From an optimization exercise on the open Yosys and OpenROAD flow, aimed at small area and a short achievable clock period; shortcuts taken in it are not production practice. At most, simulation tests tie the RTL to the original design; equivalence was not proved. For runs 6 and 7, only the layout was checked, not whether the RTL still works. Power and IR drop assume default switching activity.

<file path="design/flow/config.mk">
export PLATFORM = sky130hd
export DESIGN_NAME = vector_sequencer
export DESIGN_NICKNAME = vector_sequencer
export VERILOG_FILES = /design/flow/design.v
export SDC_FILE = /design/flow/constraint.sdc
export NUM_CORES = 4
export LEC_CHECK = 0
export CAP_MARGIN = 20
export CORE_MARGIN = 2
export CORE_UTILIZATION = 60
export CTS_CLUSTER_DIAMETER = 300
export CTS_CLUSTER_SIZE = 25
export SETUP_SLACK_MARGIN = 2.3
export SLEW_MARGIN = 20
export SYNTH_HIERARCHICAL = 1
export SYNTH_MINIMUM_KEEP_SIZE = 0
</file>
<file path="design/flow/flow/run.sh">
#!/bin/bash
# Standard layout, with every port buffered by the smallest buffer
# (sky130_fd_sc_hd__buf_1); the resizer still upsizes them where timing needs it.
set -euo pipefail
bash standard.sh "BUFFER_PORTS_ARGS=-buffer_cell sky130_fd_sc_hd__buf_1" finish > standard.log 2>&1
</file>
<file path="design/flow/constraint.sdc">
create_clock -name core_clock -period 5.0 [get_ports {clk_i}]
set_input_delay 1.0000 -clock core_clock [delete_from_list [all_inputs] [get_ports {clk_i}]]
set_output_delay 1.0000 -clock core_clock [all_outputs]
set_load 0.01 [all_outputs]
</file>
<file path="design/flow/standard.sh">
#!/bin/bash
# synth_recipe.tcl (not shown) runs the flow's synth.tcl, then flattens the netlist and writes it again
# the make line also repeats each setting of config.mk as NAME=value (left out here)
make -C /OpenROAD-flow-scripts/flow DESIGN_CONFIG=/design/flow/config.mk WORK_HOME=/design/flow/orfs CLKGATE_MAP_FILE= SYNTH_SCRIPT=/design/flow/synth_recipe.tcl "${@:-finish}"
</file>
<file path="design/flow/design.v">
package seq_pkg;
  typedef logic [$clog2(8)-1:0] vid_t;
  typedef logic [$clog2(32)-1:0] vreg_t;
  typedef logic [8-1:0] vmask_t;
  typedef enum logic [3:0] {
    VADD,
    VSUB,
    VAND,
    VMUL,
    VMACC,
    VLE,
    VSE
  } op_e;
  typedef enum logic [1:0] {
    UNIT_ALU   = 2'd0,
    UNIT_MUL   = 2'd1,
    UNIT_LOAD  = 2'd2,
    UNIT_STORE = 2'd3
  } unit_e;
  typedef enum logic {
    IDLE,
    WAIT
  } seq_state_e;
  typedef struct packed {
    op_e   op;
    vreg_t vd;
    vreg_t vs1;
    vreg_t vs2;
    logic  use_vd;
    logic  use_vs1;
    logic  use_vs2;
    logic  vm;
  } seq_req_t;
  typedef struct packed {
    vid_t   id;
    op_e    op;
    unit_e  unit;
    vreg_t  vd;
    vreg_t  vs1;
    vreg_t  vs2;
    logic   vm;
    vmask_t hazard;
  } unit_req_t;
  typedef struct packed {
    logic error;
  } seq_resp_t;
  typedef struct packed {
    vmask_t store;
    vmask_t load;
    vmask_t mul;
    vmask_t alu;
  } unit_done_t;
  function automatic unit_e unit_of(op_e op);
    case (op)
      4'd3, 4'd4: unit_of = unit_e'(2'd1);
      4'd5:       unit_of = unit_e'(2'd2);
      4'd6:       unit_of = unit_e'(2'd3);
      default:    unit_of = unit_e'(2'd0);
    endcase
  endfunction
endpackage
module state_next (
  input  logic [7:0] running_i,
  input  logic [7:0] free_oh_i,
  input  logic [3:0] th0_i,
  input  logic [3:0] th1_i,
  input  logic [1:0] th2_i,
  input  logic [1:0] th3_i,
  input  logic       wait_i,
  input  logic [31:0] unit_done_i,
  input  logic       addrgen_ack_i,
  input  logic [1:0] unit_i,
  input  logic       issue_i,
  output logic [7:0] running_o,
  output logic [3:0] th0_o,
  output logic [3:0] th1_o,
  output logic [1:0] th2_o,
  output logic [1:0] th3_o,
  output logic       wait_o,
  output logic [3:0] block_o
);
  logic [7:0] done_any, stay;
  logic [3:0] down, sel;
  logic       no_done, all_run, one_free;
  logic [3:0] th0_0, th0_1, th1_0, th1_1;
  logic [1:0] th2_0, th2_1, th3_0, th3_1;
  logic       wait_0, full_0, full_1;
  logic [3:0] top_0, top_1;
  assign done_any = unit_done_i[7:0] | unit_done_i[15:8] |
                    unit_done_i[23:16] | unit_done_i[31:24];
  assign down[0]  = |unit_done_i[7:0];
  assign down[1]  = |unit_done_i[15:8];
  assign down[2]  = |unit_done_i[23:16];
  assign down[3]  = |unit_done_i[31:24];
  assign stay     = running_i & ~done_any;
  assign no_done  = ~|(running_i & done_any);
  assign all_run  = &running_i;
  assign one_free = &(running_i | free_oh_i);
  assign sel      = 4'b0001 << unit_i;
  assign running_o = stay | ({8{issue_i}} & free_oh_i);
  function automatic logic [3:0] th4_next(logic [3:0] t, logic u, logic d);
    th4_next = (u & ~d) ? {t[2:0], 1'b1} : (d & ~u) ? {1'b0, t[3:1]} : t;
  endfunction
  function automatic logic [1:0] th2_next(logic [1:0] t, logic u, logic d);
    th2_next = (u & ~d) ? {t[0], 1'b1} : (d & ~u) ? {1'b0, t[1]} : t;
  endfunction
  assign th0_0 = th4_next(th0_i, 1'b0, down[0]);
  assign th1_0 = th4_next(th1_i, 1'b0, down[1]);
  assign th2_0 = th2_next(th2_i, 1'b0, down[2]);
  assign th3_0 = th2_next(th3_i, 1'b0, down[3]);
  assign th0_1 = th4_next(th0_i, sel[0], down[0]);
  assign th1_1 = th4_next(th1_i, sel[1], down[1]);
  assign th2_1 = th2_next(th2_i, sel[2], down[2]);
  assign th3_1 = th2_next(th3_i, sel[3], down[3]);
  assign th0_o = issue_i ? th0_1 : th0_0;
  assign th1_o = issue_i ? th1_1 : th1_0;
  assign th2_o = issue_i ? th2_1 : th2_0;
  assign th3_o = issue_i ? th3_1 : th3_0;
  assign wait_0 = wait_i & ~addrgen_ack_i;
  assign wait_o = issue_i ? unit_i[1] : wait_0;
  assign full_0 = no_done & all_run;
  assign full_1 = no_done & (all_run | one_free);
  assign top_0 = {th3_0[1], th2_0[1], th1_0[3], th0_0[3]};
  assign top_1 = {th3_1[1], th2_1[1], th1_1[3], th0_1[3]};
  assign block_o = issue_i ? ({4{unit_i[1] | full_1}} | top_1)
                           : ({4{wait_0 | full_0}} | top_0);
endmodule
module issue_ctl (
  input  logic [2:0] op_i,
  input  logic       req_valid_i,
  input  logic       unit_req_ready_i,
  input  logic       addrgen_ack_i,
  input  logic       wait_i,
  input  logic       valid_i,
  input  logic [3:0] block_i,
  output logic       req_ready_o,
  output logic       resp_valid_o,
  output logic       held_o,
  output logic       issue_o,
  output logic       is_mem_o,
  output logic [1:0] unit_o,
  output logic [3:0] up_o
);
  logic is_alu, is_mul;
  assign is_alu   = ~op_i[2] & ~(op_i[1] & op_i[0]);
  assign is_mul   = (~op_i[2] & op_i[1] & op_i[0]) | (op_i[2] & ~op_i[1] & ~op_i[0]);
  assign unit_o[1] = op_i[2] & (op_i[1] | op_i[0]);
  assign unit_o[0] = (~op_i[2] & op_i[1] & op_i[0]) | (op_i[2] & ~op_i[0]);
  assign is_mem_o = unit_o[1];
  assign held_o  = valid_i & ~unit_req_ready_i;
  assign issue_o = req_valid_i & ~held_o & ~block_i[unit_o];
  assign up_o    = {4{issue_o}} & (4'b0001 << unit_o);
  assign req_ready_o  = (wait_i & addrgen_ack_i) |
                        (~held_o & (req_valid_i ? ((is_alu & ~block_i[0]) | (is_mul & ~block_i[1]))
                                                : ~wait_i));
  assign resp_valid_o = wait_i & addrgen_ack_i;
endmodule
module vector_sequencer (
  input  logic                clk_i,
  input  logic                rst_ni,
  input  logic [22:0]         req_i,
  input  logic                req_valid_i,
  output logic                req_ready_o,
  output logic                resp_o,
  output logic                resp_valid_o,
  output logic                idle_o,
  output logic [32:0]         unit_req_o,
  output logic                unit_req_valid_o,
  input  logic                unit_req_ready_i,
  input  logic [31:0]         unit_done_i,
  input  logic                addrgen_ack_i,
  input  logic                addrgen_error_i
);
  localparam int N = 8;
  logic [3:0] op;
  logic [4:0] vd, vs1, vs2;
  logic       use_vd, use_vs1, use_vs2, vm;
  assign op      = req_i[22:19];
  assign vd      = req_i[18:14];
  assign vs1     = req_i[13:9];
  assign vs2     = req_i[8:4];
  assign use_vd  = req_i[3];
  assign use_vs1 = req_i[2];
  assign use_vs2 = req_i[1];
  assign vm      = req_i[0];
  logic [1:0] unit;
  logic       is_mem;
  logic [N-1:0] running_q;
  logic [N-1:0] free_oh;
  logic [2:0]   next_id;
  always_comb begin
    for (int i = 0; i < N; i++) begin
      free_oh[i] = ~running_q[i];
      for (int j = 0; j < i; j++) free_oh[i] = free_oh[i] & running_q[j];
    end
  end
  assign next_id[0] = free_oh[1] | free_oh[3] | free_oh[5] | free_oh[7];
  assign next_id[1] = free_oh[2] | free_oh[3] | free_oh[6] | free_oh[7];
  assign next_id[2] = free_oh[4] | free_oh[5] | free_oh[6] | free_oh[7];
  logic [3:0] th0_q, th1_q, th0_d, th1_d;
  logic [1:0] th2_q, th3_q, th2_d, th3_d;
  logic [3:0] up;
  logic [3:0]   block_q, block_d;
  logic         wait_q, wait_d;
  logic [N-1:0] running_d;
  logic         held;
  logic         issue;
  issue_ctl i_issue (
    .op_i             (op[2:0]),
    .req_valid_i      (req_valid_i),
    .unit_req_ready_i (unit_req_ready_i),
    .addrgen_ack_i    (addrgen_ack_i),
    .wait_i           (wait_q),
    .valid_i          (unit_req_valid_o),
    .block_i          (block_q),
    .req_ready_o      (req_ready_o),
    .resp_valid_o     (resp_valid_o),
    .held_o           (held),
    .issue_o          (issue),
    .is_mem_o         (is_mem),
    .unit_o           (unit),
    .up_o             (up)
  );
  assign resp_o       = addrgen_error_i;
  state_next i_next (
    .running_i     (running_q),
    .free_oh_i     (free_oh),
    .th0_i         (th0_q),
    .th1_i         (th1_q),
    .th2_i         (th2_q),
    .th3_i         (th3_q),
    .wait_i        (wait_q),
    .unit_done_i   (unit_done_i),
    .addrgen_ack_i (addrgen_ack_i),
    .unit_i        (unit),
    .issue_i       (issue),
    .running_o     (running_d),
    .th0_o         (th0_d),
    .th1_o         (th1_d),
    .th2_o         (th2_d),
    .th3_o         (th3_d),
    .wait_o        (wait_d),
    .block_o       (block_d)
  );
  assign idle_o = ~|running_q;
  always_ff @(posedge clk_i or negedge rst_ni) begin
    if (!rst_ni) begin
      running_q        <= '0;
      wait_q           <= 1'b0;
      unit_req_valid_o <= 1'b0;
      block_q          <= '0;
      th0_q            <= '0;
      th1_q            <= '0;
      th2_q            <= '0;
      th3_q            <= '0;
    end else begin
      running_q        <= running_d;
      wait_q           <= wait_d;
      unit_req_valid_o <= issue | held;
      block_q          <= block_d;
      th0_q            <= th0_d;
      th1_q            <= th1_d;
      th2_q            <= th2_d;
      th3_q            <= th3_d;
    end
  end
  logic [N-1:0][4:0] wreg_q, rreg1_q, rreg2_q;
  logic [N-1:0]      wflag_q, rflag1_q, rflag2_q, rflag0_q;
  logic [N-1:0]      hazard;
  logic vs1_z, vs2_z, vd_z, rd_v0;
  assign vs1_z = (vs1 == 5'd0);
  assign vs2_z = (vs2 == 5'd0);
  assign vd_z  = (vd == 5'd0);
  assign rd_v0 = (use_vs1 & vs1_z) | (use_vs2 & vs2_z) | ~vm;
  for (genvar i = 0; i < N; i++) begin : gen_id
    logic w_vs1, w_vs2, w_vd, w_z;
    logic r1_vs1, r1_vs2, r1_vd, r1_z;
    logic r2_vs1, r2_vs2, r2_vd, r2_z;
    logic w_hit, r_hit;
    logic w_kill, r1_kill, r2_kill, r0_kill;
    assign w_vs1  = (wreg_q[i] == vs1);
    assign w_vs2  = (wreg_q[i] == vs2);
    assign w_vd   = (wreg_q[i] == vd);
    assign w_z    = (wreg_q[i] == 5'd0);
    assign r1_vs1 = (rreg1_q[i] == vs1);
    assign r1_vs2 = (rreg1_q[i] == vs2);
    assign r1_vd  = (rreg1_q[i] == vd);
    assign r1_z   = (rreg1_q[i] == 5'd0);
    assign r2_vs1 = (rreg2_q[i] == vs1);
    assign r2_vs2 = (rreg2_q[i] == vs2);
    assign r2_vd  = (rreg2_q[i] == vd);
    assign r2_z   = (rreg2_q[i] == 5'd0);
    assign w_hit = wflag_q[i] & ((use_vs1 & w_vs1) | (use_vs2 & w_vs2) |
                                 (~vm & w_z) | (use_vd & w_vd));
    assign r_hit = use_vd & ((rflag1_q[i] & r1_vd) | (rflag2_q[i] & r2_vd) |
                             (rflag0_q[i] & vd_z));
    assign hazard[i] = running_q[i] & (w_hit | r_hit);
    assign w_kill  = issue & use_vd & w_vd;
    assign r1_kill = issue & ((use_vs1 & r1_vs1) | (use_vs2 & r1_vs2) | (~vm & r1_z));
    assign r2_kill = issue & ((use_vs1 & r2_vs1) | (use_vs2 & r2_vs2) | (~vm & r2_z));
    assign r0_kill = issue & rd_v0;
    always_ff @(posedge clk_i) begin
      if (!running_q[i]) begin
        wreg_q[i]   <= vd;
        rreg1_q[i]  <= vs1;
        rreg2_q[i]  <= vs2;
        wflag_q[i]  <= use_vd;
        rflag1_q[i] <= use_vs1;
        rflag2_q[i] <= use_vs2;
        rflag0_q[i] <= ~vm;
      end else begin
        wflag_q[i]  <= wflag_q[i] & ~w_kill;
        rflag1_q[i] <= rflag1_q[i] & ~r1_kill;
        rflag2_q[i] <= rflag2_q[i] & ~r2_kill;
        rflag0_q[i] <= rflag0_q[i] & ~r0_kill;
      end
    end
  end
  logic [2:0]  id_q;
  logic [2:0]  op_q;
  logic [15:0] regs_q;
  logic [7:0]  hazard_q;
  always_ff @(posedge clk_i) begin
    if (!held) begin
      id_q     <= next_id;
      op_q     <= op[2:0];
      regs_q   <= {vd, vs1, vs2, vm};
      hazard_q <= hazard;
    end
  end
  logic [1:0] unit_q;
  assign unit_q[1] = op_q[2] & (op_q[1] | op_q[0]);
  assign unit_q[0] = (~op_q[2] & op_q[1] & op_q[0]) | (op_q[2] & ~op_q[0]);
  assign unit_req_o = {id_q, 1'b0, op_q, unit_q, regs_q, hazard_q};
endmodule
</file>
==> results of run 1 <==
-- state kept, by name (all words and copies together), names as in the netlist, 8 cells and up --
| register | flops |
|---|---|
| running_q | 8 |
| rreg2_q | 40 |
| rflag1_q | 8 |
| regs_q | 16 |
| hazard_q | 8 |
| rflag0_q | 8 |
| rreg1_q | 40 |
| rflag2_q | 8 |
| wreg_q | 40 |
| wflag_q | 8 |
-- cell type report --
class | instances | area share
Multi-Input combinational cell | 806 | 0.4480
Sequential cell | 208 | 0.4320
Timing Repair Buffer | 142 | 0.05943
Clock buffer | 19 | 0.02586
Tap cell | 270 | 0.02511
Inverter | 22 | 0.008091
Clock inverter | 1 | 0.001488
-- metrics by stage --
step           std cells    util
5_1_grt             1468  0.6649
2_1_floorplan       1110       -
6_report            1468  0.6649
3_5_place_dp        1425  0.6317
3_3_place_gp        1425  0.6317
4_1_cts             1455  0.6591
-- final timing paths --
check | depth (start not counted) | start | to
max in group asynchronous | 2 | rst_ni | running_q[4]
worst max register to register | 7 | running_q[3] | block_q[1]
worst max-delay path | 5 | req_i[19] | req_ready_o
worst min register to register | 2 | rflag0_q[4] | rflag0_q[4]
worst min-delay path | 2 | rflag0_q[4] | rflag0_q[4]
min in group asynchronous | 2 | rst_ni | th3_q[1]
-- layout by cell type, fill, tap and decap left out, types with 19 or more instances in the layout --
cell,n
dfrtp_1,19
nor2_1,32
xor2_1,297
dfxtp_1,32
nand2_1,41
buf_1,71
o22ai_1,26
xnor2_1,65
buf_4,46
nand3_1,66
nor3_1,19
edfxtp_1,150
nor4_1,81
or4_1,24
a31oi_1,25
-- per-layer routing --
metal,global-route usage,vias to the layer above
met3,0.03179,53
met1,0.4283,4442
met4,0.07404,0
li1,-,4190
met5,0,-
met2,0.4765,329
-- repair_timing --
item | CTS | global route
gates resized for setup | 27 | 16
buffers inserted | 10 | 13
pin swaps | 4 | 2
endpoints found under the setup margin | 34 | 9
cloned | 0 | 0
-- worst register-to-register path: cells and delay by family, from the launching register on --
kind	cells	cell delay, ns
and+or+nand+nor	4	1.29
DFF	1	0.63
AOI/OAI and AO/OA	3	0.47
-- where the power goes --
group / leakage, nW / switching (mW) / internal (mW)
clock network: 0.177 / 0.564 / 0.496
logic: 2.53 / 0.390 / 0.265
registers: 2.19 / 0.143 / 1.99
==> results.py, run 1 <==
metrics = {
    "layout": {
        "fill_cells": 1587,
        "drive_gt1_frac": 0.09850,
        "layout.nets": 1253,
        "areaGrowthSynthToFinish_pct": 8.870,
        "regArea_um2": 5812,
        "multi_input_area_um2": 6027,
        "diodes": 0,
        "design_area_um2": 13450,
    },
    "clock_network": {
        "ctsLongestPathBuffers": 3,
        "hold_buffers": 0,
        "clk_pin_slew_ns": 0.10,
        "root_buffer": "clkbuf_16",
        "clock_sinks": 208,
        "clk_latency_ns": 0.48,
        "tritoncts.num_buffers": 12,
        "cts-htree-levels": 1,
        "cts_tree": "built",
    },
    "synth": {
        "synthesis.nets": 1171,
        "syn-cell-area_um2": 12360,
        "synthesis.instances": 1110,
        "ys_warn_count": 8,
        "syn_area_per_cell_um2": 11.13,
    },
    "route": {
        "route.met3.wl_um": 2043,
        "wl_per_cell_um": 21.91,
        "ant_nets": 0,
        "drc": 0,
        "vias": 9014,
        "drt-met1-wl_um": 14230,
        "wl_met2_um": 15240,
        "drt_pass1_iterations": 5,
        "highest_layer": "met4",
        "via_per_inst": 6.140,
        "drtIter0Drc": 653,
        "wirelength_um": 32160,
    },
    "sta": {
        "slew_headroom": 0.3471,
        "setup_viol": 0,
        "holdWs_ns": 0.4773,
        "slew_violations": 0,
        "skew_ns": 0.02312,
        "grt_setup_unrepaired": "true",
        "worstMarginPinSlew_ns": 0.9793,
        "fin_crit_sh": 0.5428,
        "hold_viol_final": 0,
        "timing.final.ws_setup_ns": 2.286,
        "post-route-min-period_ns": 2.714,
        "fmax_mhz": 368.5,
        "setup_tns_ns": 0,
    },
    "power": {
        "peakVddDrop_mv": 0.3053,
        "power_density_nw_per_um2": 286.0,
        "power_mw": 3.848,
        "p_leak_nw": 4.892,
    },
    "floorplanning": {
        "rows": 52,
        "initial_core_util": 0.6107,
        "fp.dieH_um": 147.5,
        "die_w_um": 147.5,
        "ios": 99,
        "core_um2": 20230,
        "fp.dieArea_um2": 21760,
    },
    "worst_hold_path": {
        "hold_class": "reg2reg",
    },
    "flow_run": {
        "cap_violations": 0,
    },
    "critical_path": {
        "crit_chain": "buf_12, and4bb_4, o311ai_2, nand2_1, buf_2",
        "cp-start-kind": "input pin",
        "slowest_stage": "and4bb_4",
        "worstPathMaxFanout": 4,
        "cp-end-kind": "output port",
        "worst-setup-path-type": "in2out",
        "crit_family": "simple AND/OR/NAND/NOR gates",
        "cp.arrival_ns": 1.71,
        "required_ns": 4.00,
        "path_buf_inv": 2,
        "r2r_slack_ns": 2.55,
        "cp_slowest_stage_delay_ns": 0.20,
    },
    "global_route": {
        "antenna_found_initial": 0,
        "grt_pass1_wl_um": 49950,
        "grt_max_degree": 35,
        "overflow": 0,
        "grt_pass1_vias": 8707,
        "grtUsageTotal": 0.2945,
    },
    "outcome": {
        "outcome": "complete, no violations",
    },
    "placed_design": {
        "dp_slack_ns": 1.357,
        "dpl.hpwl_um": 19940,
        "postPlaceCellArea_um2": 12780,
        "port-buffer-count": 94,
        "place.gp.congestion": 0.8189,
    },
}
==> run 2: changes to the inputs <==
--- a/design/flow/config.mk
+++ b/design/flow/config.mk
@@ -7,7 +7,7 @@
 export LEC_CHECK = 0
 export CAP_MARGIN = 20
 export CORE_MARGIN = 2
-export CORE_UTILIZATION = 60
+export CORE_UTILIZATION = 50
 export CTS_CLUSTER_DIAMETER = 300
 export CTS_CLUSTER_SIZE = 25
 export SETUP_SLACK_MARGIN = 2.3
==> results.py, run 2 <==
metrics = {
    "power": {
        "peakVddDrop_mv": 0.2986,
        "power_density_nw_per_um2": 285.4,
        "p_leak_nw": 4.898,
    },
    "route": {
        "vias": 9061,
        "drt_pass1_iterations": 6,
        "wirelength_um": 33890,
        "ant_nets": 0,
        "wl_per_cell_um": 22.22,
        "via_per_inst": 5.942,
        "drtIter0Drc": 779,
        "drc": 0,
    },
    "sta": {
        "holdWs_ns": 0.4739,
        "slew_headroom": 0.2738,
        "post-route-min-period_ns": 2.784,
        "worstMarginPinSlew_ns": 1.089,
        "skew_ns": 0.02223,
        "grt_setup_unrepaired": "true",
        "fmax_mhz": 359.3,
        "setup_tns_ns": 0,
        "fin_crit_sh": 0.5567,
        "setup_viol": 0,
        "hold_viol_final": 0,
        "slew_violations": 0,
    },
    "global_route": {
        "grt_pass1_vias": 8836,
        "grt_max_degree": 35,
        "grtUsageTotal": 0.2582,
        "overflow": 0,
        "antenna_found_initial": 1,
        "grt_pass1_wl_um": 51680,
    },
    "critical_path": {
        "cp-end-kind": "output port",
        "cp-start-kind": "input pin",
        "cp_slowest_stage_delay_ns": 0.32,
        "worstPathMaxFanout": 5,
        "worst-setup-path-type": "in2out",
        "r2r_slack_ns": 2.56,
        "crit_family": "compound AO/OA/AOI/OAI gates",
        "path_buf_inv": 2,
        "cp.arrival_ns": 1.78,
        "slowest_stage": "a211oi_2",
        "crit_chain": "buf_12, a211oi_2, o311ai_4, nand2_1, buf_2",
        "required_ns": 4.00,
    },
    "layout": {
        "fill_cells": 2141,
        "areaGrowthSynthToFinish_pct": 9.761,
        "layout.nets": 1255,
        "final_cell_mix": "297 x xor2_1, 150 x edfxtp_1, 80 x nor4_1",
        "reg_top3": "rreg1_q: 40 flops, rreg2_q: 40 flops, wreg_q: 40 flops",
        "finalNonFillerCells": 1525,
        "drive_gt1_frac": 0.09917,
        "final_util": 0.5577,
        "layout.cells.most_common": "xor2_1",
    },
    "outcome": {
        "outcome": "complete, no violations",
    },
    "clock_network": {
        "hold_buffers": 0,
        "clk_latency_ns": 0.47,
        "clk_pin_slew_ns": 0.10,
        "cts_tree": "built",
        "cts-htree-levels": 1,
        "ctsLongestPathBuffers": 3,
        "root_buffer": "clkbuf_16",
        "clock_sinks": 208,
        "tritoncts.num_buffers": 12,
    },
    "synth": {
        "syn_area_per_cell_um2": 11.13,
        "ys_warn_count": 8,
        "syn-cell-area_um2": 12360,
        "synthesis.nets": 1171,
        "synthesis.instances": 1110,
    },
    "floorplanning": {
        "ios": 99,
        "fp.dieH_um": 161.2,
        "core_um2": 24320,
        "rows": 57,
        "fp.dieArea_um2": 25990,
        "die_w_um": 161.2,
        "initial_core_util": 0.5081,
    },
    "placed_design": {
        "port-buffer-count": 94,
        "dpl.hpwl_um": 20930,
        "dp.cells": 1479,
        "place.gp.congestion": 0.8365,
    },
    "flow_run": {
        "cap_violations": 0,
    },
    "worst_hold_path": {
        "hold_class": "reg2reg",
    },
}
==> run 2: through the flow <==
| stage | worst slack (ns) | instance area [um2] | power [mW] |
|---|---|---|---|
| after CTS | 2.265 | 13400 | 3.883 |
| after global routing | 2.192 | 13560 | 4.042 |
| after floorplan | 2.316 | 12360 | 2.601 |
| final | 2.216 | 13560 | 3.870 |
| after global placement | 1.688 | 12850 | 2.797 |
| after detailed placement | 1.657 | 12850 | 2.808 |
==> run 2: tightest hold or removal path, stage by stage (launching register included) <==
cell	delay, ns
dfxtp_1	0.33
nand2_1	0.06
o22ai_1	0.05
==> run 2: power breakdown <==
| group | internal, mW | switching [mW] | total, mW | leakage (nW) |
|---|---|---|---|---|
| Sequential | 1.99 | 0.134 | 2.12 | 2.19 |
| Clock | 0.496 | 0.573 | 1.07 | 0.177 |
| Combinational | 0.268 | 0.408 | 0.676 | 2.53 |
| Total | 2.76 | 1.11 | 3.87 | 4.90 |
==> run 2: final timing paths <==
path	cells past startpoint	endpoint	start
max	5	req_ready_o	req_i[20]
min	2	rflag0_q[5]	rflag0_q[5]
max reg2reg	8	block_q[1]	running_q[3]
min reg2reg	2	rflag0_q[5]	rflag0_q[5]
max in group asynchronous	2	running_q[2]	rst_ni
min in group asynchronous	2	wait_q	rst_ni
==> run 2: layout make-up <==
cell class | count | area, um2 | area share
Antenna cell | 1 | 2.502 | 0.0001845
Clock inverter | 1 | 20.02 | 0.001476
Timing Repair Buffer | 144 | 807.0 | 0.05950
Tap cell | 324 | 405.4 | 0.02989
Clock buffer | 19 | 347.8 | 0.02565
Multi-Input combinational cell | 806 | 6050 | 0.4460
Inverter | 22 | 112.6 | 0.008303
Sequential cell | 208 | 5818 | 0.4290
==> run 2: metal layers <==
layer / global-route usage / vias to the layer above / wire length, um
met4: 0.08239 / 0 / 923
met5: 0 / - / 0
met1: 0.3592 / 4472 / 15210
li1: - / 4197 / -
met3: 0.02748 / 69 / 1842
met2: 0.4268 / 323 / 15920
==> run 2: what timing repair did <==
action,CTS,global route
pin swaps,3,0
gates cloned,0,0
resized for setup,33,14
buffers inserted,10,15
setup endpoints to repair,16,23
==> run 3: changes to the inputs <==
--- a/design/flow/config.mk
+++ b/design/flow/config.mk
@@ -7,7 +7,7 @@
 export LEC_CHECK = 0
 export CAP_MARGIN = 20
 export CORE_MARGIN = 2
-export CORE_UTILIZATION = 50
+export CORE_UTILIZATION = 55
 export CTS_CLUSTER_DIAMETER = 300
 export CTS_CLUSTER_SIZE = 25
 export SETUP_SLACK_MARGIN = 2.3
==> results.py, run 3 <==
metrics = {
    "sta": {
        "skew_ns": 0.02653,
        "slew_violations": 0,
        "hold_viol_final": 0,
        "worstMarginPinSlew_ns": 1.018,
        "fmax_mhz": 368.1,
        "setup_viol": 0,
        "post-route-min-period_ns": 2.717,
        "fin_crit_sh": 0.5434,
        "grt_setup_unrepaired": "true",
        "slew_headroom": 0.3215,
        "setup_tns_ns": 0,
    },
    "critical_path": {
        "worst-setup-path-type": "in2out",
        "worstPathMaxFanout": 5,
        "required_ns": 4.00,
        "r2r-start": "running_q[2]",
        "reg2reg_to": "block_q[1]",
        "cp-start-kind": "input pin",
        "rr_worst_depth": 8,
        "cp.arrival_ns": 1.72,
        "cp-end-kind": "output port",
        "r2r_slack_ns": 2.65,
    },
    "global_route": {
        "grt_max_degree": 35,
        "antenna_found_initial": 0,
        "grtUsageTotal": 0.2825,
        "overflow": 0,
        "grt_pass1_wl_um": 51940,
        "grt_pass1_vias": 8838,
    },
    "worst_hold_path": {
        "hold_path.startpoint": "rflag0_q[1]",
        "min_path_cells": 2,
        "hold_class": "reg2reg",
        "hold_end": "rflag0_q[1]",
    },
    "synth": {
        "synthesis.nets": 1171,
        "ys_warn_count": 8,
        "syn-cell-area_um2": 12360,
        "synthesis.instances": 1110,
        "syn_area_per_cell_um2": 11.13,
    },
    "layout": {
        "final_cell_mix": "297 x xor2_1, 150 x edfxtp_1, 80 x nor4_1",
        "drive_gt1_frac": 0.09175,
        "multi_input_area_um2": 6045,
        "finalNonFillerCells": 1468,
        "layout.nets": 1243,
        "diodes": 0,
        "areaGrowthSynthToFinish_pct": 8.475,
        "layout.cells.most_common": "xor2_1",
        "fill_cells": 1832,
        "reg_top3": "rreg1_q: 40 flops, rreg2_q: 40 flops, wreg_q: 40 flops",
        "regArea_um2": 5806,
    },
    "clock_network": {
        "clk_pin_slew_ns": 0.11,
        "tritoncts.num_buffers": 12,
        "ctsLongestPathBuffers": 3,
        "cts-htree-levels": 1,
        "root_buffer": "clkbuf_16",
        "cts_tree": "built",
        "clk_latency_ns": 0.48,
        "clock_sinks": 208,
    },
    "power": {
        "p_leak_nw": 4.843,
        "peakVddDrop_mv": 0.3598,
        "power_density_nw_per_um2": 288.5,
    },
    "floorplanning": {
        "rows": 54,
        "initial_core_util": 0.5627,
        "ios": 99,
        "core_um2": 21960,
        "die_w_um": 153.9,
        "fp.dieH_um": 153.9,
        "fp.dieArea_um2": 23680,
    },
    "flow_run": {
        "cap_violations": 0,
    },
    "route": {
        "via_per_inst": 6.104,
        "ant_nets": 0,
        "drt_pass1_iterations": 5,
        "wl_per_cell_um": 22.56,
        "wirelength_um": 33110,
        "drc": 0,
        "vias": 8960,
        "drtIter0Drc": 685,
    },
    "placed_design": {
        "dp.cells": 1435,
        "port-buffer-count": 94,
        "dpl.hpwl_um": 20480,
        "place.gp.congestion": 0.8552,
    },
    "outcome": {
        "outcome": "complete, no violations",
    },
}
==> run 3: worst max-delay path by stage <==
| stage | from | end | slack, ns | cells after the start |
|---|---|---|---|---|
| after floorplan | req_i[20] | req_ready_o | 2.32 | 4 |
| after global placement | req_i[19] | wflag_q[0] | 1.71 | 8 |
| after detailed placement | req_i[19] | wflag_q[5] | 1.66 | 8 |
| after CTS | req_i[19] | req_ready_o | 2.30 | 5 |
| after global routing | req_i[19] | req_ready_o | 2.25 | 5 |
| final | req_i[19] | req_ready_o | 2.28 | 5 |
==> run 3: repair_timing <==
item,4_1_cts,5_1_grt
gates resized for setup,39,5
gates cloned,0,0
buffers inserted,13,0
hold buffers,0,0
pin swaps,5,0
setup endpoints to repair,24,13
==> run 3: worst max-delay path, stage by stage <==
cell and delay (ns):
buf_12 0.11, nor4b_4 0.28, o311ai_2 0.12, nand2_1 0.08, buf_2 0.12
==> run 3: where the power goes <==
part / internal [mW] / switching, mW / leakage, nW / total (mW)
registers: 1.99 / 0.137 / 2.19 / 2.13
logic: 0.264 / 0.401 / 2.48 / 0.665
clock network: 0.496 / 0.579 / 0.177 / 1.08
==> run 3: area by class of cell <==
| class | count | share of cell area |
|---|---|---|
| timing repair buffer | 132 | 0.05423 |
| tap | 280 | 0.02614 |
| sequential | 208 | 0.4331 |
| clock inverter | 1 | 0.001494 |
| multi-input combinational | 806 | 0.4509 |
| inverter | 22 | 0.008121 |
| clock buffer | 19 | 0.02595 |
==> run 3: metal layers <==
| layer | up-vias | global-route usage | wire length (um) |
|---|---|---|---|
| li1 | 4171 | - | - |
| met1 | 4450 | 0.4066 | 15240 |
| met2 | 301 | 0.4558 | 15350 |
| met3 | 38 | 0.03044 | 1820 |
| met4 | 0 | 0.08278 | 701 |
| met5 | - | 0 | 0 |
==> run 3: metrics by stage <==
stage	hold slack [ns]	setup WS (ns)	utilization	area, um2	total power [mW]
after CTS	0.4724	2.296	0.6096	13390	3.894
after detailed placement	0.4577	1.657	0.5827	12790	2.807
after global routing	0.4838	2.249	0.6104	13400	4.039
after floorplan	0.4445	2.316	-	12360	2.601
after global placement	0.4555	1.714	0.5827	12790	2.795
final	0.4739	2.283	0.6104	13400	3.867
==> run 4: changes to the inputs <==
==> design/flow/flow/run.sh (replaced) <==
#!/bin/bash
# Standard layout, with every port buffered by the smallest buffer
# (sky130_fd_sc_hd__buf_1) and timing repair free to resize cells across
# footprints (the platform limits it to same-footprint swaps); the
# resizer upsizes the port buffers where timing needs it.
set -euo pipefail
bash standard.sh "BUFFER_PORTS_ARGS=-buffer_cell sky130_fd_sc_hd__buf_1" MATCH_CELL_FOOTPRINT=0 finish > standard.log 2>&1
--- a/design/flow/config.mk
+++ b/design/flow/config.mk
@@ -7,10 +7,10 @@
 export LEC_CHECK = 0
 export CAP_MARGIN = 20
 export CORE_MARGIN = 2
-export CORE_UTILIZATION = 55
+export CORE_UTILIZATION = 65
 export CTS_CLUSTER_DIAMETER = 300
 export CTS_CLUSTER_SIZE = 25
-export SETUP_SLACK_MARGIN = 2.3
+export SETUP_SLACK_MARGIN = 2.5
 export SLEW_MARGIN = 20
 export SYNTH_HIERARCHICAL = 1
 export SYNTH_MINIMUM_KEEP_SIZE = 0
==> results.py, run 4 <==
metrics = {
    "global_route": {
        "grt_max_degree": 35,
        "overflow": 0,
        "antenna_found_initial": 0,
        "grt_pass1_vias": 8716,
        "grtUsageTotal": 0.3140,
        "grt_pass1_wl_um": 48600,
    },
    "synth": {
        "synthesis.nets": 1171,
        "synthesis.instances": 1110,
        "syn-cell-area_um2": 12360,
        "ys_warn_count": 8,
        "syn_area_per_cell_um2": 11.13,
    },
    "critical_path": {
        "crit_family": "simple AND/OR/NAND/NOR gates",
        "r2r-start": "running_q[2]",
        "crit_chain": "buf_12, and4bb_4, o311ai_2, nand2_1, buf_2",
        "required_ns": 4.00,
        "cp.arrival_ns": 1.71,
        "r2r_slack_ns": 2.75,
        "path_buf_inv": 2,
        "rr_worst_depth": 8,
        "worst-setup-path-type": "in2out",
        "startpoint": "req_i[19]",
        "worstPathMaxFanout": 4,
        "slowest_stage": "o311ai_2",
        "cp-start-kind": "input pin",
        "reg2reg_to": "block_q[0]",
        "cp_slowest_stage_delay_ns": 0.20,
        "cp-end-kind": "output port",
    },
    "floorplanning": {
        "initial_core_util": 0.6606,
        "ios": 99,
        "fp.dieH_um": 141.9,
        "fp.dieArea_um2": 20130,
        "core_um2": 18710,
        "rows": 50,
        "die_w_um": 141.9,
    },
    "placed_design": {
        "place.gp.congestion": 0.8860,
        "dp_slack_ns": 1.645,
        "port-buffer-count": 94,
        "dpl.hpwl_um": 19680,
    },
    "route": {
        "via_per_inst": 6.218,
        "ant_nets": 0,
        "wl_per_cell_um": 21.90,
        "vias": 8948,
        "drtIter0Drc": 699,
        "drt_pass1_iterations": 5,
        "wirelength_um": 31510,
        "drc": 0,
    },
    "sta": {
        "fin_crit_sh": 0.5418,
        "timing.final.ws_setup_ns": 2.291,
        "fmax_mhz": 369.1,
        "setup_tns_ns": 0,
        "grt_setup_unrepaired": "true",
        "worstMarginPinSlew_ns": 0.9705,
        "slew_headroom": 0.3530,
        "setup_viol": 0,
        "hold_viol_final": 0,
        "skew_ns": 0.03714,
        "post-route-min-period_ns": 2.709,
        "slew_violations": 0,
    },
    "clock_network": {
        "clock_sinks": 208,
        "hold_buffers": 0,
        "tritoncts.num_buffers": 12,
        "ctsLongestPathBuffers": 3,
        "root_buffer": "clkbuf_16",
        "clk_pin_slew_ns": 0.11,
        "cts-htree-levels": 1,
        "clk_latency_ns": 0.49,
        "cts_tree": "built",
    },
    "layout": {
        "drive_gt1_frac": 0.1054,
        "final_cell_mix": "297 x xor2_1, 150 x edfxtp_1, 81 x nor4_1",
        "areaGrowthSynthToFinish_pct": 9.346,
        "fill_cells": 1341,
        "layout.cells.most_common": "xor2_1",
        "layout.nets": 1260,
        "diodes": 0,
        "reg_top3": "rreg1_q: 40 flops, rreg2_q: 40 flops, wreg_q: 40 flops",
    },
    "power": {
        "power_density_nw_per_um2": 286.2,
        "peakVddDrop_mv": 0.3468,
        "p_leak_nw": 4.922,
    },
    "flow_run": {
        "cap_violations": 0,
    },
    "worst_hold_path": {
        "hold_class": "in2async",
    },
    "outcome": {
        "outcome": "complete, no violations",
    },
}
run 4: layout make-up:
class | count | area [um2] | share of cell area
Sequential cell | 208 | 5817 | 0.4305
Clock buffer | 19 | 347.8 | 0.02574
Inverter | 22 | 112.6 | 0.008334
Multi-Input combinational cell | 806 | 6058 | 0.4484
Timing Repair Buffer | 149 | 863.3 | 0.06389
Clock inverter | 1 | 20.02 | 0.001482
Tap cell | 234 | 292.8 | 0.02167
run 4: worst max-delay path by stage:
stage                        to  slack [ns]  cells past startpoint
floorplan           req_ready_o        2.37                      4
global placement    rflag0_q[1]        1.68                      8
detailed placement  rflag0_q[5]        1.64                      8
CTS                      idle_o        2.28                      4
global route        req_ready_o        2.27                      5
finish              req_ready_o        2.29                      5
run 4: routing by layer:
metal,global-route usage,part of all wire,vias to the layer above
li1,-,-,4200
met1,0.4403,0.43,4371
met2,0.5176,0.48,341
met3,0.04657,0.068,36
met4,0.08000,0.017,0
met5,0,0,-
run 4: report_power, final:
part / internal (mW) / leakage [nW] / switching [mW]
logic: 0.277 / 2.56 / 0.395
clock network: 0.496 / 0.177 / 0.570
registers: 1.99 / 2.19 / 0.138
run 4: what timing repair did:
action | in CTS | in global routing
gates resized for setup | 53 | 20
buffers inserted | 14 | 15
setup endpoints to repair | 32 | 35
cloned | 0 | 0
pin swaps | 2 | 6
run 4: through the flow:
stage               hold WS [ns]  utilization  power (mW)  cell area, um2  instances
floorplan                 0.4445            -       2.602           12370       1110
global placement          0.4520       0.6813       2.780           12740       1390
detailed placement        0.4567       0.6813       2.797           12740       1390
CTS                       0.4717       0.7135       3.866           13350       1424
global route              0.4881       0.7223       4.013           13510       1439
finish                    0.4784       0.7223       3.868           13510       1439
==> run 5: changes to the inputs <==
--- a/design/flow/config.mk
+++ b/design/flow/config.mk
@@ -10,7 +10,7 @@
 export CORE_UTILIZATION = 65
 export CTS_CLUSTER_DIAMETER = 300
 export CTS_CLUSTER_SIZE = 25
-export SETUP_SLACK_MARGIN = 2.5
+export SETUP_SLACK_MARGIN = 2.2
 export SLEW_MARGIN = 20
 export SYNTH_HIERARCHICAL = 1
 export SYNTH_MINIMUM_KEEP_SIZE = 0
==> results.py, run 5 <==
metrics = {
    "sta": {
        "worstMarginPinSlew_ns": 1.038,
        "holdWs_ns": 0.4750,
        "post-route-min-period_ns": 2.755,
        "fmax_mhz": 363.0,
        "grt_setup_unrepaired": "false",
        "slew_violations": 0,
        "skew_ns": 0.02985,
        "fin_crit_sh": 0.5510,
        "hold_viol_final": 0,
        "timing.final.ws_setup_ns": 2.245,
        "slew_headroom": 0.3082,
        "setup_tns_ns": 0,
        "setup_viol": 0,
    },
    "power": {
        "intPower_mw": 2.715,
        "p_sw_mw": 1.092,
        "peakVddDrop_mv": 0.3093,
        "p_leak_nw": 4.783,
        "p_comb_frac": 0.169,
        "power_frac_seq": 0.560,
        "power_density_nw_per_um2": 287.7,
        "switching_share": 0.2868,
        "power_mw": 3.807,
        "clkPwrFrac": 0.270,
    },
    "critical_path": {
        "crit_chain": "buf_6, and4bb_4, o311ai_2, nand2_1, buf_2",
        "worst-setup-path-type": "in2out",
        "cp-start-kind": "input pin",
        "worstSetupPathDepth": 5,
        "required_ns": 4.00,
        "path_buf_inv": 2,
        "cp-end-kind": "output port",
        "rr_worst_depth": 8,
        "worstPathMaxFanout": 11,
        "cp.arrival_ns": 1.76,
        "slowest_stage": "and4bb_4",
        "crit_family": "simple AND/OR/NAND/NOR gates",
        "cp_slowest_stage_delay_ns": 0.20,
    },
    "layout": {
        "final_util": 0.7075,
        "areaGrowthSynthToFinish_pct": 7.098,
        "layout.nets": 1237,
        "drive_gt1_frac": 0.08206,
        "layout.cells.most_common": "xor2_1",
        "diodes": 0,
        "final_cell_mix": "297 x xor2_1, 150 x edfxtp_1, 81 x nor4_1",
        "reg_top3": "rreg1_q: 40 flops, rreg2_q: 40 flops, wreg_q: 40 flops",
    },
    "clock_network": {
        "clock_sinks": 208,
        "root_buffer": "clkbuf_16",
        "cts-htree-levels": 1,
        "clk_pin_slew_ns": 0.10,
        "cts_tree": "built",
        "ctsLongestPathBuffers": 3,
        "tritoncts.num_buffers": 12,
        "hold_buffers": 0,
        "clk_latency_ns": 0.49,
    },
    "route": {
        "via_per_inst": 6.300,
        "drc": 0,
        "drt_pass1_iterations": 5,
        "wl_per_cell_um": 22.19,
        "drtIter0Drc": 705,
        "ant_nets": 0,
        "vias": 8921,
        "wirelength_um": 31420,
    },
    "synth": {
        "synthesis.nets": 1171,
        "ys_warn_count": 8,
        "syn-cell-area_um2": 12360,
        "syn_area_per_cell_um2": 11.13,
        "synthesis.instances": 1110,
    },
    "worst_hold_path": {
        "hold_class": "reg2reg",
        "min_path_cells": 2,
    },
    "flow_run": {
        "cap_violations": 0,
    },
    "placed_design": {
        "place.gp.congestion": 0.8486,
        "port-buffer-count": 94,
        "dp_slack_ns": 1.610,
        "dpl.hpwl_um": 20090,
    },
    "floorplanning": {
        "ios": 99,
        "fp.dieArea_um2": 20130,
        "initial_core_util": 0.6606,
        "core_um2": 18710,
        "die_w_um": 141.9,
        "rows": 50,
        "fp.dieH_um": 141.9,
    },
    "global_route": {
        "overflow": 0,
        "grt_max_degree": 33,
        "antenna_found_initial": 0,
        "grtUsageTotal": 0.3130,
        "grt_pass1_vias": 8848,
        "grt_pass1_wl_um": 48700,
    },
    "outcome": {
        "outcome": "complete, no violations",
    },
}
## run 5: through the flow
stage               cell area (um2)  instances
finish                        13230       1416
global route                  13230       1416
detailed placement            12730       1389
floorplan                     12360       1110
CTS                           13210       1416
global placement              12730       1389
## run 5: what timing repair did
action,CTS,global route
setup endpoints to repair,10,7
pin swaps,1,1
setup buffers,7,0
gates resized for setup,29,6
## run 5: final cells by class
type | count | area [um2]
Multi-Input combinational cell | 806 | 6033
Clock inverter | 2 | 36.28
Timing Repair Buffer | 126 | 636.9
Tap cell | 234 | 292.8
Sequential cell | 208 | 5803
Clock buffer | 18 | 322.8
Fill cell | 1403 | 5472
Inverter | 22 | 108.9
## run 5: tightest hold or removal path: cells and delay by family (launching register included)
kind / cells / cell delay (ns)
flops: 1 / 0.32
simple gates: 1 / 0.06
compound gates: 1 / 0.05
## run 5: power groups by stage
stage               Sequential, mW  Clock (mW)  Combinational (mW)
floorplan                     2.14           0               0.456
global route                  2.15        1.11               0.703
CTS                           2.13        1.05               0.642
global placement              2.17           0               0.617
detailed placement            2.17           0               0.633
finish                        2.13        1.03               0.645
## run 5: path summary, 6_finish.rpt
check,end,slack (ns),start
worst max-delay path,req_ready_o,2.24,req_i[21]
worst min-delay path,rflag0_q[4],0.48,rflag0_q[4]
worst max register to register,block_q[2],2.54,running_q[6]
worst min register to register,rflag0_q[4],0.48,rflag0_q[4]
max in group asynchronous,running_q[2],4.23,rst_ni
min in group asynchronous,unit_req_valid_o,0.51,rst_ni
## run 5: metal layers
metal / vias up / global-route usage / part of all wire
met3: 63 / 0.03476 / 0.058
li1: 4159 / - / -
met5: - / 0 / 0
met1: 4373 / 0.4366 / 0.44
met4: 0 / 0.08789 / 0.027
met2: 326 / 0.5240 / 0.48
==> run 6: changes to the inputs <==
--- a/design/flow/design.v
+++ b/design/flow/design.v
@@ -76,16 +76,13 @@
   output logic [3:0] th1_o,
   output logic [1:0] th2_o,
   output logic [1:0] th3_o,
-  output logic       wait_o,
-  output logic [3:0] block_o
+  output logic       wait_o
 );
   logic [7:0] done_any, stay;
   logic [3:0] down, sel;
-  logic       no_done, all_run, one_free;
   logic [3:0] th0_0, th0_1, th1_0, th1_1;
   logic [1:0] th2_0, th2_1, th3_0, th3_1;
-  logic       wait_0, full_0, full_1;
-  logic [3:0] top_0, top_1;
+  logic       wait_0;
   assign done_any = unit_done_i[7:0] | unit_done_i[15:8] |
                     unit_done_i[23:16] | unit_done_i[31:24];
   assign down[0]  = |unit_done_i[7:0];
@@ -93,9 +90,6 @@
   assign down[2]  = |unit_done_i[23:16];
   assign down[3]  = |unit_done_i[31:24];
   assign stay     = running_i & ~done_any;
-  assign no_done  = ~|(running_i & done_any);
-  assign all_run  = &running_i;
-  assign one_free = &(running_i | free_oh_i);
   assign sel      = 4'b0001 << unit_i;
   assign running_o = stay | ({8{issue_i}} & free_oh_i);
   function automatic logic [3:0] th4_next(logic [3:0] t, logic u, logic d);
@@ -118,12 +112,6 @@
   assign th3_o = issue_i ? th3_1 : th3_0;
   assign wait_0 = wait_i & ~addrgen_ack_i;
   assign wait_o = issue_i ? unit_i[1] : wait_0;
-  assign full_0 = no_done & all_run;
-  assign full_1 = no_done & (all_run | one_free);
-  assign top_0 = {th3_0[1], th2_0[1], th1_0[3], th0_0[3]};
-  assign top_1 = {th3_1[1], th2_1[1], th1_1[3], th0_1[3]};
-  assign block_o = issue_i ? ({4{unit_i[1] | full_1}} | top_1)
-                           : ({4{wait_0 | full_0}} | top_0);
 endmodule
 module issue_ctl (
   input  logic [2:0] op_i,
@@ -200,7 +188,7 @@
   logic [3:0] th0_q, th1_q, th0_d, th1_d;
   logic [1:0] th2_q, th3_q, th2_d, th3_d;
   logic [3:0] up;
-  logic [3:0]   block_q, block_d;
+  logic [3:0]   block;
   logic         wait_q, wait_d;
   logic [N-1:0] running_d;
   logic         held;
@@ -212,7 +200,7 @@
     .addrgen_ack_i    (addrgen_ack_i),
     .wait_i           (wait_q),
     .valid_i          (unit_req_valid_o),
-    .block_i          (block_q),
+    .block_i          (block),
     .req_ready_o      (req_ready_o),
     .resp_valid_o     (resp_valid_o),
     .held_o           (held),
@@ -239,16 +227,15 @@
     .th1_o         (th1_d),
     .th2_o         (th2_d),
     .th3_o         (th3_d),
-    .wait_o        (wait_d),
-    .block_o       (block_d)
+    .wait_o        (wait_d)
   );
   assign idle_o = ~|running_q;
+  assign block  = {4{wait_q | (&running_q)}} | {th3_q[1], th2_q[1], th1_q[3], th0_q[3]};
   always_ff @(posedge clk_i or negedge rst_ni) begin
     if (!rst_ni) begin
       running_q        <= '0;
       wait_q           <= 1'b0;
       unit_req_valid_o <= 1'b0;
-      block_q          <= '0;
       th0_q            <= '0;
       th1_q            <= '0;
       th2_q            <= '0;
@@ -257,7 +244,6 @@
       running_q        <= running_d;
       wait_q           <= wait_d;
       unit_req_valid_o <= issue | held;
-      block_q          <= block_d;
       th0_q            <= th0_d;
       th1_q            <= th1_d;
       th2_q            <= th2_d;
==> design/flow/flow/run.sh (replaced) <==
#!/bin/bash
# Standard layout, with every port buffered by the smallest buffer
# (sky130_fd_sc_hd__buf_1); the resizer still upsizes them where timing needs it.
set -euo pipefail
bash standard.sh "BUFFER_PORTS_ARGS=-buffer_cell sky130_fd_sc_hd__buf_1" finish > standard.log 2>&1
--- a/design/flow/config.mk
+++ b/design/flow/config.mk
@@ -7,10 +7,10 @@
 export LEC_CHECK = 0
 export CAP_MARGIN = 20
 export CORE_MARGIN = 2
-export CORE_UTILIZATION = 65
+export CORE_UTILIZATION = 55
 export CTS_CLUSTER_DIAMETER = 300
 export CTS_CLUSTER_SIZE = 25
-export SETUP_SLACK_MARGIN = 2.2
+export SETUP_SLACK_MARGIN = 2.3
 export SLEW_MARGIN = 20
 export SYNTH_HIERARCHICAL = 1
 export SYNTH_MINIMUM_KEEP_SIZE = 0
==> results.py, run 6 <==
metrics = {
    "sta": {
        "grt_setup_unrepaired": "true",
        "fmax_mhz": 314.3,
        "worstMarginPinSlew_ns": 1.049,
        "slew_violations": 0,
        "post-route-min-period_ns": 3.182,
        "timing.final.ws_setup_ns": 1.818,
        "setup_viol": 0,
        "setup_tns_ns": 0,
        "holdWs_ns": 0.4625,
        "fin_crit_sh": 0.6363,
        "skew_ns": 0.02908,
        "slew_headroom": 0.3008,
        "hold_viol_final": 0,
    },
    "layout": {
        "reg_top3": "rreg1_q: 40 flops, rreg2_q: 40 flops, wreg_q: 40 flops",
        "diodes": 0,
        "fill_cells": 1799,
        "layout.nets": 1228,
        "drive_gt1_frac": 0.1074,
        "final_cell_mix": "296 x xor2_1, 150 x edfxtp_1, 81 x nor4_1",
        "layout.cells.most_common": "xor2_1",
        "areaGrowthSynthToFinish_pct": 10.18,
        "finalNonFillerCells": 1453,
    },
    "clock_network": {
        "hold_buffers": 0,
        "clk_latency_ns": 0.49,
        "cts-htree-levels": 1,
        "root_buffer": "clkbuf_16",
        "clock_sinks": 204,
        "clk_pin_slew_ns": 0.10,
        "ctsLongestPathBuffers": 3,
        "cts_tree": "built",
        "tritoncts.num_buffers": 12,
    },
    "route": {
        "via_per_inst": 6.066,
        "drc": 0,
        "wirelength_um": 33590,
        "vias": 8814,
        "drt_pass1_iterations": 7,
        "wl_per_cell_um": 23.12,
        "ant_nets": 0,
        "drtIter0Drc": 588,
    },
    "floorplanning": {
        "core_um2": 21760,
        "rows": 54,
        "die_w_um": 152.5,
        "initial_core_util": 0.5576,
        "fp.dieArea_um2": 23260,
        "ios": 99,
        "fp.dieH_um": 152.5,
    },
    "power": {
        "power_density_nw_per_um2": 288.5,
        "p_leak_nw": 4.871,
        "power_mw": 3.857,
        "peakVddDrop_mv": 0.3703,
    },
    "flow_run": {
        "cap_violations": 0,
    },
    "placed_design": {
        "port-buffer-count": 94,
        "dp_slack_ns": 1.560,
        "dp.cells": 1410,
        "dpl.hpwl_um": 20770,
        "place.gp.congestion": 0.9221,
    },
    "global_route": {
        "grt_pass1_vias": 8751,
        "overflow": 0,
        "globalRoute.busiestLayer": "met2",
        "grt_max_degree": 27,
        "global_route.usage.met1": 0.3959,
        "grtUsageMet2": 0.4698,
        "grt_pass1_wl_um": 51440,
        "antenna_found_initial": 0,
        "grtUsageTotal": 0.2840,
        "use_met3": 0.02844,
    },
    "critical_path": {
        "cp.arrival_ns": 2.18,
        "worstPathMaxFanout": 4,
        "rr_worst_depth": 11,
        "r2r-start": "running_q[5]",
        "cp_slowest_stage_delay_ns": 0.41,
        "crit_chain": "buf_12, nand4_1, nor2_4, or3_4, and4bb_4, o311ai_2, nand2_1, buf_2",
        "slowest_stage": "dfrtp_1",
        "cp-start-kind": "flop",
        "required_ns": 4.00,
        "r2r_slack_ns": 2.37,
        "reg2reg_to": "th1_q[2]",
        "cp-end-kind": "output port",
        "worst-setup-path-type": "reg2out",
    },
    "synth": {
        "ys_warn_count": 8,
        "syn_area_per_cell_um2": 11.27,
        "synthesis.nets": 1137,
        "synthesis.instances": 1076,
        "syn-cell-area_um2": 12130,
    },
    "outcome": {
        "outcome": "complete, no violations",
    },
    "worst_hold_path": {
        "hold_class": "in2async",
    },
}
-- run 6: worst max path at each step --
stage | start | endpoint | slack [ns]
2_1_floorplan | req_i[20] | req_ready_o | 2.32
3_3_place_gp | req_i[19] | rflag0_q[1] | 1.59
3_5_place_dp | req_i[19] | rflag0_q[7] | 1.56
4_1_cts | running_q[5] | req_ready_o | 1.79
5_1_grt | running_q[5] | req_ready_o | 1.73
6_report | running_q[5] | req_ready_o | 1.82
-- run 6: cell type report --
type | instances | area (um2) | share of cell area
Clock buffer | 19 | 347.8 | 0.02602
Clock inverter | 1 | 30.03 | 0.002247
Inverter | 16 | 97.59 | 0.007301
Multi-Input combinational cell | 782 | 5952 | 0.4453
Sequential cell | 204 | 5699 | 0.4264
Tap cell | 280 | 350.3 | 0.02621
Timing Repair Buffer | 151 | 889.6 | 0.06655
-- run 6: through the flow --
step                cell area, um2    util
global placement             12640  0.5812
detailed placement           12640  0.5812
global route                 13370  0.6144
CTS                          13310  0.6119
floorplan                    12130       -
finish                       13370  0.6144
-- run 6: power by group --
group / switching (mW) / internal (mW)
logic: 0.407 / 0.274
registers: 0.129 / 1.95
clock network: 0.594 / 0.498
total: 1.13 / 2.73
-- run 6: what timing repair did --
action,4_1_cts,5_1_grt
resized for setup,39,6
pin swaps,9,4
buffers inserted,21,2
endpoints found under the setup margin,52,16
-- run 6: critical path, delay by kind of cell (launching register included) --
| family | cells | cell delay [ns] |
|---|---|---|
| compound gates | 1 | 0.08 |
| flops | 1 | 0.41 |
| simple gates | 5 | 0.94 |
| buf+inv | 2 | 0.25 |
-- run 6: metal layers --
layer	share of wire	routed length [um]
met1	0.45	14970
met2	0.47	15840
met3	0.049	1649
met4	0.034	1129
met5	0	0
==> run 7: changes to the inputs <==
--- a/design/flow/config.mk
+++ b/design/flow/config.mk
@@ -10,7 +10,7 @@
 export CORE_UTILIZATION = 55
 export CTS_CLUSTER_DIAMETER = 300
 export CTS_CLUSTER_SIZE = 25
-export SETUP_SLACK_MARGIN = 2.3
+export SETUP_SLACK_MARGIN = 2.5
 export SLEW_MARGIN = 20
 export SYNTH_HIERARCHICAL = 1
 export SYNTH_MINIMUM_KEEP_SIZE = 0
==> results.py, run 7 <==
metrics = {
    "outcome": {
        "outcome": "complete, no violations",
    },
    "global_route": {
        "grt_max_degree": 27,
        "grt_pass1_vias": 8806,
        "overflow": 0,
        "grtUsageTotal": 0.2834,
        "grt_pass1_wl_um": 51430,
        "antenna_found_initial": 0,
    },
    "route": {
        "vias": 8794,
        "drt_pass1_iterations": 5,
        "ant_nets": 0,
        "drtIter0Drc": 636,
        "wl_per_cell_um": 22.88,
        "via_per_inst": 6.061,
        "drc": 0,
        "wirelength_um": 33200,
    },
    "sta": {
        "skew_ns": 0.03835,
        "post-route-min-period_ns": 3.143,
        "fin_crit_sh": 0.6286,
        "worstMarginPinSlew_ns": 0.8000,
        "slew_violations": 0,
        "timing.final.ws_setup_ns": 1.857,
        "slew_headroom": 0.4667,
        "fmax_mhz": 318.1,
        "setup_tns_ns": 0,
        "grt_setup_unrepaired": "true",
        "setup_viol": 0,
        "hold_viol_final": 0,
    },
    "critical_path": {
        "worst-setup-path-type": "reg2out",
        "cp.arrival_ns": 2.14,
        "required_ns": 4.00,
        "cp-end-kind": "output port",
        "worstPathMaxFanout": 4,
        "cp-start-kind": "flop",
    },
    "synth": {
        "synthesis.instances": 1076,
        "syn_area_per_cell_um2": 11.27,
        "syn-cell-area_um2": 12130,
        "ys_warn_count": 8,
        "synthesis.nets": 1137,
    },
    "floorplanning": {
        "fp.dieArea_um2": 23260,
        "rows": 54,
        "core_um2": 21760,
        "die_w_um": 152.5,
        "fp.dieH_um": 152.5,
        "initial_core_util": 0.5576,
        "ios": 99,
    },
    "power": {
        "p_comb_frac": 0.182,
        "clkPwrFrac": 0.275,
        "p_leak_nw": 4.872,
        "switching_share": 0.2864,
        "intPower_mw": 2.741,
        "peakVddDrop_mv": 0.3337,
        "power_density_nw_per_um2": 286.1,
        "power_frac_seq": 0.543,
        "p_sw_mw": 1.100,
    },
    "placed_design": {
        "dpl.hpwl_um": 20310,
        "port-buffer-count": 94,
        "dp_slack_ns": 1.673,
        "place.gp.congestion": 0.8858,
    },
    "clock_network": {
        "clk_pin_slew_ns": 0.09,
        "clk_latency_ns": 0.48,
        "clock_sinks": 204,
        "hold_buffers": 0,
        "tritoncts.num_buffers": 12,
        "ctsLongestPathBuffers": 3,
        "cts-htree-levels": 1,
        "root_buffer": "clkbuf_16",
        "cts_tree": "built",
    },
    "layout": {
        "diodes": 0,
        "layout.cells.most_common": "xor2_1",
        "fill_cells": 1795,
        "final_cell_mix": "296 x xor2_1, 150 x edfxtp_1, 81 x nor4_1",
        "drive_gt1_frac": 0.1170,
        "areaGrowthSynthToFinish_pct": 10.67,
        "reg_top3": "rreg1_q: 40 flops, rreg2_q: 40 flops, wreg_q: 40 flops",
        "layout.nets": 1226,
    },
    "flow_run": {
        "cap_violations": 0,
    },
    "worst_hold_path": {
        "hold_class": "reg2reg",
    },
}
==> run 7: layer usage <==
metal	part of all wire	track usage
met3	0.058	0.03157
met4	0.030	0.09347
met5	0	0
met2	0.47	0.4620
met1	0.44	0.3997
==> run 7: final cells by class <==
class,instances,area (um2),share of cell area
clock buffer,19,347.8,0.02591
clock inverter,1,30.03,0.002237
inverter,16,102.6,0.007641
multi-input combinational,782,6003,0.4471
sequential,204,5702,0.4247
tap,280,350.3,0.02609
timing repair buffer,149,890.9,0.06635
==> run 7: worst max-delay path: stages, from the launching register on <==
cell	delay, ns
dfrtp_1	0.40
buf_8	0.12
nand4_1	0.13
nor2_4	0.07
or3_4	0.36
and4bb_4	0.31
o311ai_2	0.08
nand2_1	0.07
buf_2	0.12
==> run 7: through the flow <==
stage / total power, mW / hold slack [ns] / util / cells / instance area, um2
CTS: 3.850 / 0.4760 / 0.6127 / 1449 / 13330
floorplan: 2.563 / 0.4442 / - / 1076 / 12150
global route: 4.009 / 0.5010 / 0.6172 / 1451 / 13430
global placement: 2.757 / 0.4541 / 0.5784 / 1402 / 12580
finish: 3.841 / 0.4788 / 0.6172 / 1451 / 13430
detailed placement: 2.765 / 0.4640 / 0.5784 / 1402 / 12580
==> run 7: repair_timing <==
item                                    in CTS  in global routing
buffers inserted                            26                  2
cloned                                       1                  0
pin swaps                                    9                  4
endpoints found under the setup margin      52                 38
hold endpoints to repair                     0                  0
gates resized for setup                     43                 24
==> run 7: final timing paths <==
check,startpoint,end,slack (ns),depth (start not counted)
max,running_q[5],req_ready_o,1.86,8
min,rflag0_q[0],rflag0_q[0],0.48,2
max reg2reg,running_q[5],th1_q[2],2.43,11
min reg2reg,rflag0_q[0],rflag0_q[0],0.48,2
max in group asynchronous,rst_ni,running_q[0],4.24,2
min in group asynchronous,rst_ni,running_q[4],0.49,2
==> run 7: power by group through the flow <==
stage,registers (mW),logic [mW],clock network (mW)
after floorplan,2.11,0.458,0
after detailed placement,2.13,0.639,0
after global routing,2.10,0.766,1.14
after global placement,2.13,0.629,0
final,2.08,0.700,1.06
after CTS,2.08,0.689,1.08

[what the ideal ports hide]
Ports are ideal in the flow. The routed layouts listed here were re-timed in OpenROAD. Step 1, drivers: a clkbuf_16 drives clk_i and a buf_2 each remaining input, both assumed. Step 2, shift: input delay + t, output delay - t, t = (earliest + latest rising clock arrival at the registers) / 2. This alone moves slack from input paths to output paths. a / b / c = no drivers / after step 1 / after step 2; a / b = the first two.
run | t, ns | slack for setup (ns) | worst hold slack (ns) | worst setup path after step 2
run 1 | 0.512 | 2.286 / 2.217 / 1.884 | 0.477 / 0.477 / 0.477 | input to register
run 2 | 0.517 | 2.216 / 2.166 / 1.885 | 0.474 / 0.474 / 0.474 | input to register
run 3 | 0.519 | 2.283 / 2.229 / 1.897 | 0.474 / 0.474 / 0.474 | input to register
run 4 | 0.518 | 2.291 / 2.225 / 2.040 | 0.478 / 0.463 / 0.478 | input to register
run 5 | 0.524 | 2.245 / 2.202 / 1.790 | 0.475 / 0.475 / 0.475 | input to register
run 6 | 0.514 | 1.818 / 1.775 / 1.856 | 0.463 / 0.442 / 0.475 | input to output
run 7 | 0.510 | 1.857 / 1.810 / 1.896 | 0.479 / 0.468 / 0.479 | input to output
After both steps every run listed still meets setup and hold. For run 5, which loses most, drivers alone change the setup slack by -0.043 ns; drivers and shift together by -0.455 ns.
